Background: an optimization exercise with open tools, aiming at small area, a short achievable clock period and few clock cycles. Do not read the settings as production practice. The RTL was checked by simulation tests, not by an equivalence proof against the original design.

File: flow/config.mk
export PLATFORM = sky130hd
export DESIGN_NAME = md_unit_iter
export DESIGN_NICKNAME = md_unit_iter
export VERILOG_FILES = /design/flow/design.v
export SDC_FILE = /design/flow/constraint.sdc
export NUM_CORES = 4
export LEC_CHECK = 0
export CAP_MARGIN = 20
export CORE_MARGIN = 2
export CORE_UTILIZATION = 40
export SLEW_MARGIN = 20
File: flow/constraint.sdc
create_clock -name core_clock -period 13.0 [get_ports {clk}]
set_input_delay 2.6000 -clock core_clock [delete_from_list [all_inputs] [get_ports {clk}]]
set_output_delay 2.6000 -clock core_clock [all_outputs]
set_load 0.01 [all_outputs]
File: flow/design.v
module md_unit_iter #(
    parameter int WIDTH   = 32,
    parameter int MUL_LAT = 5
) (
    input  logic             clk,
    input  logic             reset,
    input  logic             start,
    input  logic [3:0]       op,
    input  logic [WIDTH-1:0] rs_val,
    input  logic [WIDTH-1:0] rt_val,
    input  logic             flush,
    output logic             busy,
    output logic             done,
    output logic [WIDTH-1:0] hi,
    output logic [WIDTH-1:0] lo
);
    localparam int CMAX = (WIDTH > MUL_LAT) ? WIDTH : MUL_LAT;
    localparam int CW   = $clog2(CMAX + 1);
    localparam logic [3:0] OP_MULT  = 4'd0;
    localparam logic [3:0] OP_MULTU = 4'd1;
    localparam logic [3:0] OP_DIV   = 4'd2;
    localparam logic [3:0] OP_DIVU  = 4'd3;
    localparam logic [3:0] OP_MADD  = 4'd4;
    localparam logic [3:0] OP_MADDU = 4'd5;
    localparam logic [3:0] OP_MSUB  = 4'd6;
    localparam logic [3:0] OP_MSUBU = 4'd7;
    localparam logic [3:0] OP_MTHI  = 4'd8;
    localparam logic [3:0] OP_MTLO  = 4'd9;
    typedef enum logic [1:0] {S_IDLE, S_MUL, S_DIV, S_FIX} state_t;
    state_t             state, state_nx;
    logic [CW-1:0]      cnt;
    logic [2*WIDTH-1:0] mul_res;
    logic [WIDTH-1:0]   hi_q, lo_q, quo, rem, dvs;
    logic               q_neg, r_neg, div_zero, done_q;
    logic op_mul, op_div, op_signed, op_add, op_sub;
    logic load_mul, load_div, wr_hi, wr_lo, fin_mul, fin_div, div_step, cnt_dec;
    logic [2*WIDTH-1:0] a_ext, b_ext, prod, mul_val;
    logic               a_neg, b_neg;
    logic [WIDTH-1:0]   a_abs, b_abs, q_fix, r_fix;
    logic [WIDTH:0]     r_sh, diff;
    always_comb begin
        op_mul    = (op == OP_MULT) || (op == OP_MULTU) || (op == OP_MADD) ||
                    (op == OP_MADDU) || (op == OP_MSUB) || (op == OP_MSUBU);
        op_div    = (op == OP_DIV) || (op == OP_DIVU);
        op_signed = (op == OP_MULT) || (op == OP_DIV) || (op == OP_MADD) || (op == OP_MSUB);
        op_add    = (op == OP_MADD) || (op == OP_MADDU);
        op_sub    = (op == OP_MSUB) || (op == OP_MSUBU);
    end
    assign a_ext = {{WIDTH{op_signed & rs_val[WIDTH-1]}}, rs_val};
    assign b_ext = {{WIDTH{op_signed & rt_val[WIDTH-1]}}, rt_val};
    assign prod  = a_ext * b_ext;
    always_comb begin
        mul_val = prod;
        if (op_add)
            mul_val = {hi_q, lo_q} + prod;
        else if (op_sub)
            mul_val = {hi_q, lo_q} - prod;
    end
    assign a_neg = op_signed & rs_val[WIDTH-1];
    assign b_neg = op_signed & rt_val[WIDTH-1];
    assign a_abs = a_neg ? -rs_val : rs_val;
    assign b_abs = b_neg ? -rt_val : rt_val;
    assign r_sh  = {rem, quo[WIDTH-1]};
    assign diff  = r_sh - {1'b0, dvs};
    assign q_fix = div_zero ? '1 : (q_neg ? -quo : quo);
    assign r_fix = r_neg ? -rem : rem;
    always_comb begin
        state_nx = state;
        load_mul = 1'b0;
        load_div = 1'b0;
        wr_hi    = 1'b0;
        wr_lo    = 1'b0;
        fin_mul  = 1'b0;
        fin_div  = 1'b0;
        div_step = 1'b0;
        cnt_dec  = 1'b0;
        if (flush) begin
            state_nx = S_IDLE;
        end else begin
            case (state)
                S_IDLE: begin
                    if (start) begin
                        if (op_mul) begin
                            state_nx = S_MUL;
                            load_mul = 1'b1;
                        end else if (op_div) begin
                            state_nx = S_DIV;
                            load_div = 1'b1;
                        end else if (op == OP_MTHI) begin
                            wr_hi = 1'b1;
                        end else if (op == OP_MTLO) begin
                            wr_lo = 1'b1;
                        end
                    end
                end
                S_MUL: begin
                    if (cnt == '0) begin
                        state_nx = S_IDLE;
                        fin_mul  = 1'b1;
                    end else begin
                        cnt_dec = 1'b1;
                    end
                end
                S_DIV: begin
                    div_step = 1'b1;
                    if (cnt == '0)
                        state_nx = S_FIX;
                    else
                        cnt_dec = 1'b1;
                end
                S_FIX: begin
                    state_nx = S_IDLE;
                    fin_div  = 1'b1;
                end
                default: state_nx = S_IDLE;
            endcase
        end
    end
    always_ff @(posedge clk or negedge reset) begin
        if (!reset)
            state <= S_IDLE;
        else
            state <= state_nx;
    end
    always_ff @(posedge clk or negedge reset) begin
        if (!reset) begin
            cnt      <= '0;
            mul_res  <= '0;
            hi_q     <= '0;
            lo_q     <= '0;
            quo      <= '0;
            rem      <= '0;
            dvs      <= '0;
            q_neg    <= 1'b0;
            r_neg    <= 1'b0;
            div_zero <= 1'b0;
            done_q   <= 1'b0;
        end else begin
            done_q <= fin_mul | fin_div;
            if (load_mul) begin
                mul_res <= mul_val;
                cnt     <= CW'(MUL_LAT - 1);
            end
            if (load_div) begin
                quo      <= a_abs;
                rem      <= '0;
                dvs      <= b_abs;
                q_neg    <= a_neg ^ b_neg;
                r_neg    <= a_neg;
                div_zero <= (rt_val == '0);
                cnt      <= CW'(WIDTH - 1);
            end
            if (cnt_dec)
                cnt <= cnt - CW'(1);
            if (div_step) begin
                quo <= {quo[WIDTH-2:0], ~diff[WIDTH]};
                rem <= diff[WIDTH] ? r_sh[WIDTH-1:0] : diff[WIDTH-1:0];
            end
            if (wr_hi)
                hi_q <= rs_val;
            if (wr_lo)
                lo_q <= rs_val;
            if (fin_mul)
                {hi_q, lo_q} <= mul_res;
            if (fin_div) begin
                hi_q <= r_fix;
                lo_q <= q_fix;
            end
        end
    end
    assign busy = (state != S_IDLE);
    assign done = done_q;
    assign hi   = hi_q;
    assign lo   = lo_q;
endmodule
File: flow/run.sh
#!/bin/bash
# synth_recipe.tcl (not shown) runs the flow's synth.tcl, then flattens the netlist and writes it again
# the make line also repeats each setting of config.mk as NAME=value (left out here)
make -C /OpenROAD-flow-scripts/flow DESIGN_CONFIG=/design/flow/config.mk WORK_HOME=/design/flow/orfs CLKGATE_MAP_FILE= SYNTH_SCRIPT=/design/flow/synth_recipe.tcl finish
==> key figures <==
Synthesis
  – Syn Area/Cell: 8.356 um^2
  – Yosys top cell area share: 0.3725
  – Seq/Total Area, Yosys: 0.09742
  – Top_reg_cell synth: dfrtp_1
  – Gate count after technology mapping: between 7000 and 8000
  – Post-synthesis register bit count: approximately 240
  – Synth cell types: 94
  – Post-synth EDFFs: 0
  – YS warnings: 1
  – Synth top area cells: fa_1 (37%), dfrtp_1 (9.7%), ha_1 (8.0%)
  – Post-Syn Nets: 8843
  – Yosys top cell by area: fa_1
  – Async S/R FF share, synth: 1.000
  – Mapped cell area: 60620 um^2

Clock tree
  – Worst-path clk slew: 0.06 ns
  – Clock Latency Late Sink: around 0.60 ns
  – H-tree levels: 1
  – CTS tree: done
  – Root Driver: clkbuf_16
  – Clock sink count: 236
  – CTS Buffer Depth: 3
  – Total CTS buffers: 29

Timing
  – Setup violators final: 0
  – Clock skew: roughly 0.022 ns
  – Ratio of final minimum period to clock period: 0.9683
  – Final Hold Fails: 0
  – Tightest Pin Transition: 1.103 ns
  – Final Max Slew Viols: 0
  – Final hold slack: 0.4759 ns
  – Minimum clock period: 12.59 ns
  – Setup ws final: 0.4119 ns
  – F_max: 0.07944 GHz
  – Relative slew slack: 0.2620
  – RSZ-0062 raised after global routing: no

Placement
  – DP HPWL: 182800 um
  – Pre-CTS WS: -0.7546 ns
  – RePlAce Congestion: between 0.9 and 1
  – Port buffer count: 137

Floorplan
  – Boundary Pins: ~140
  – Die height: 393.3 um
  – Initial Utilization: 0.4038
  – # rows: 142
  – Die W: 393.3 um
  – Full die area: 154700 um^2
  – Core ar.: 150100 um^2

Route
  – Antenna Nets Post-Route: 0
  – DRT iter0 DRCs: around 4600
  – Final WL: around 220000 um
  – Post-route DRC: 0
  – Routed len/inst: around 22 um
  – Routed vias: 53120
  – Vias/cell: 5.331
  – DRT Pass-1 Iters: 6

Cells and area
  – Final core occ: 0.4789
  – # nets final: approximately 9500
  – Layout area overhead: 18.60%
  – Fraction of layout cells with a size suffix above 1: 0.1430

GRT
  – Gr usage total: 0.2791
  – First-pass GRT wire length: 334500 um
  – Initial antenna violation count: 26
  – Grt ovf: 0
  – Number of global-route vias before repair: 54060
  – Largest net degree at the start of global routing: 163

Worst setup path
  – R2r setup slk: roughly 8 ns
  – Crit-path max cell delay: 0.55 ns
  – Worst EP required: 13.54 ns
  – WP data arrival: between 10 and 15 ns
  – CP Capture Type: register
  – Buf/Inv on CP: 14
  – CP most frequent cell: buf_4
  – Worst path top cell family by delay: adder cells
  – Type of the worst setup path: primary input to register
  – Critical Path Slowest Stage Cell: fa_1
  – CP Launch Type: primary input
  – Crit-path max FO: 17

Hold path
  – Hold Crit Class: register to register

Status
  – Run status: timing/DRC/antenna clean

Job
  – MaxCap Viol Count: 0
[tightest hold or removal path, stage by stage (launching register included)]
cell	delay, ns
dfrtp_1	0.34
nand2_1	0.05
o21ai_0	0.06
[synthesized netlist by cell type, types with 11 or more instances]
master,count
a211o_1,11
a211oi_1,31
a21o_1,109
a21oi_1,413
a221o_1,11
a221oi_1,35
a31oi_1,37
and2_1,281
and3_1,41
buf_1,79
buf_2,11
clkbuf_1,359
dfrtp_1,236
fa_1,1128
ha_1,388
inv_1,1280
mux2i_1,47
nand2_1,1162
nand2b_1,44
nand3_1,91
nand4_1,36
nor2_1,299
nor2b_1,28
nor3_1,52
nor4_1,38
o211ai_1,21
o21a_1,26
o21ai_0,336
o21bai_1,55
o221ai_1,12
o31ai_1,43
o41ai_1,16
or3_1,34
or4_1,16
xnor2_1,195
xor2_1,82
[timing repair]
item / in CTS / in global routing
resized for setup: 3 / 71
pin swaps: 0 / 23
hold buffers: 0 / 0
setup endpoints to repair: 2 / 23
buffers inserted: 0 / 4
[cell families (layout without fill, tap and decap cells)]
logic type                 Yosys count  in the layout  share of synthesized area
adders and majority gates         1516           1516                     0.4526
other                                0             10                          0
buffers and inverters             1732           2415                     0.1077
AOI/OAI and AO/OA                 1278           1278                     0.1318
and+or+nand+nor                   2163           2163                     0.1614
xor gates and xnor gates           279            279                    0.04056
DFF                                236            236                    0.09742
muxes                               51             51                   0.008503
[path summary, 6_finish.rpt]
| check | from | to | cells after the start |
|---|---|---|---|
| setup / recovery | rt_val[1] | mul_res[63] | 45 |
| hold / removal | dvs[10] | dvs[10] | 2 |
| setup reg to reg | quo[31] | rem[25] | 17 |
| hold reg to reg | dvs[10] | dvs[10] | 2 |
| max in group asynchronous | reset | mul_res[2] | 2 |
| min in group asynchronous | reset | done_q | 1 |
[placed cells by master (no fill, tap or decap), types with 34 or more instances in the layout]
cell	Yosys	final
o21bai_1	55	55
xor2_1	82	79
nor4_1	38	35
and2_1	281	281
or3_1	34	34
a31oi_1	37	37
xnor2_1	195	192
inv_1	1280	1276
and3_1	41	40
nand2b_1	44	41
clkdlybuf4s50_1	0	107
nor2_1	299	292
ha_1	388	384
buf_12	0	56
nor3_1	52	51
nand3_1	91	90
a21o_1	109	109
o21ai_0	336	326
nand2_1	1162	1159
nand4_1	36	36
buf_4	1	885
o31ai_1	43	40
dfrtp_1	236	236
fa_1	1128	1126
a21oi_1	413	401
mux2i_1	47	47
[layer usage]
metal	share of wire	up-vias	track usage
met5	0.00043	-	0
met4	0.027	14	0.06978
met3	0.075	210	0.04337
met2	0.44	1881	0.4221
met1	0.46	26960	0.4157
li1	-	24060	-
[per-stage QoR]
step           TNS (ns)  instances  cell area [um^2]
4_1_cts               0       9949             71550
2_1_floorplan         0       7255             60620
6_report              0       9964             71900
3_5_place_dp     -9.008       9896             70500
5_1_grt               0       9955             71880
3_3_place_gp     -7.165       9896             70500
[layout make-up]
| class | count | area, um^2 |
|---|---|---|
| diodes | 10 | 25.02 |
| multi-input cells | 5287 | 48550 |
| clock buffers | 39 | 833.3 |
| fillers | 14630 | 78230 |
| clock inverters | 14 | 195.2 |
| inverters | 1281 | 4808 |
| well taps | 2016 | 2522 |
| flip-flops and latches | 236 | 5906 |
| repair buffers | 1081 | 9061 |
[sequential cells by signal, indices dropped and copies added (netlist names)]
register and cells:
mul_res 64, dvs 32, lo_q 32, hi_q 32, quo 32, div_zero 1
rem 32, done_q 1, r_neg 1, cnt 6, q_neg 1, state 2
Testbench counts, summed over its fixed seeds: cycles 34,096.

## port drivers added, routing unchanged
Ports are ideal in the flow. The routed layout listed here was re-timed in OpenROAD.
Step 1, drivers: a clkbuf_16 drives clk and a buf_2 each remaining input, both assumed.
Step 2 adds t to the input delays and takes it off the output delays; t is the mean of the earliest and latest rising clock arrival at the registers after step 1. Input paths then give back, and output paths get back, about the clock's delay inside the block.
a / b / c = ideal / step 1 / step 2; a / b = the first two.
t (ns): 0.665
setup WS [ns]: 0.412 / 0.451 / -0.214
worst setup path after step 2: input to register
latest minus earliest clock arrival (ns): 0.023 / 0.024
cell pins on the clock port's net: 1
Met with ideal ports but missed after step 2: setup timing in this run. For this run, drivers alone change the setup slack by +0.039 ns; drivers and shift together by -0.626 ns.
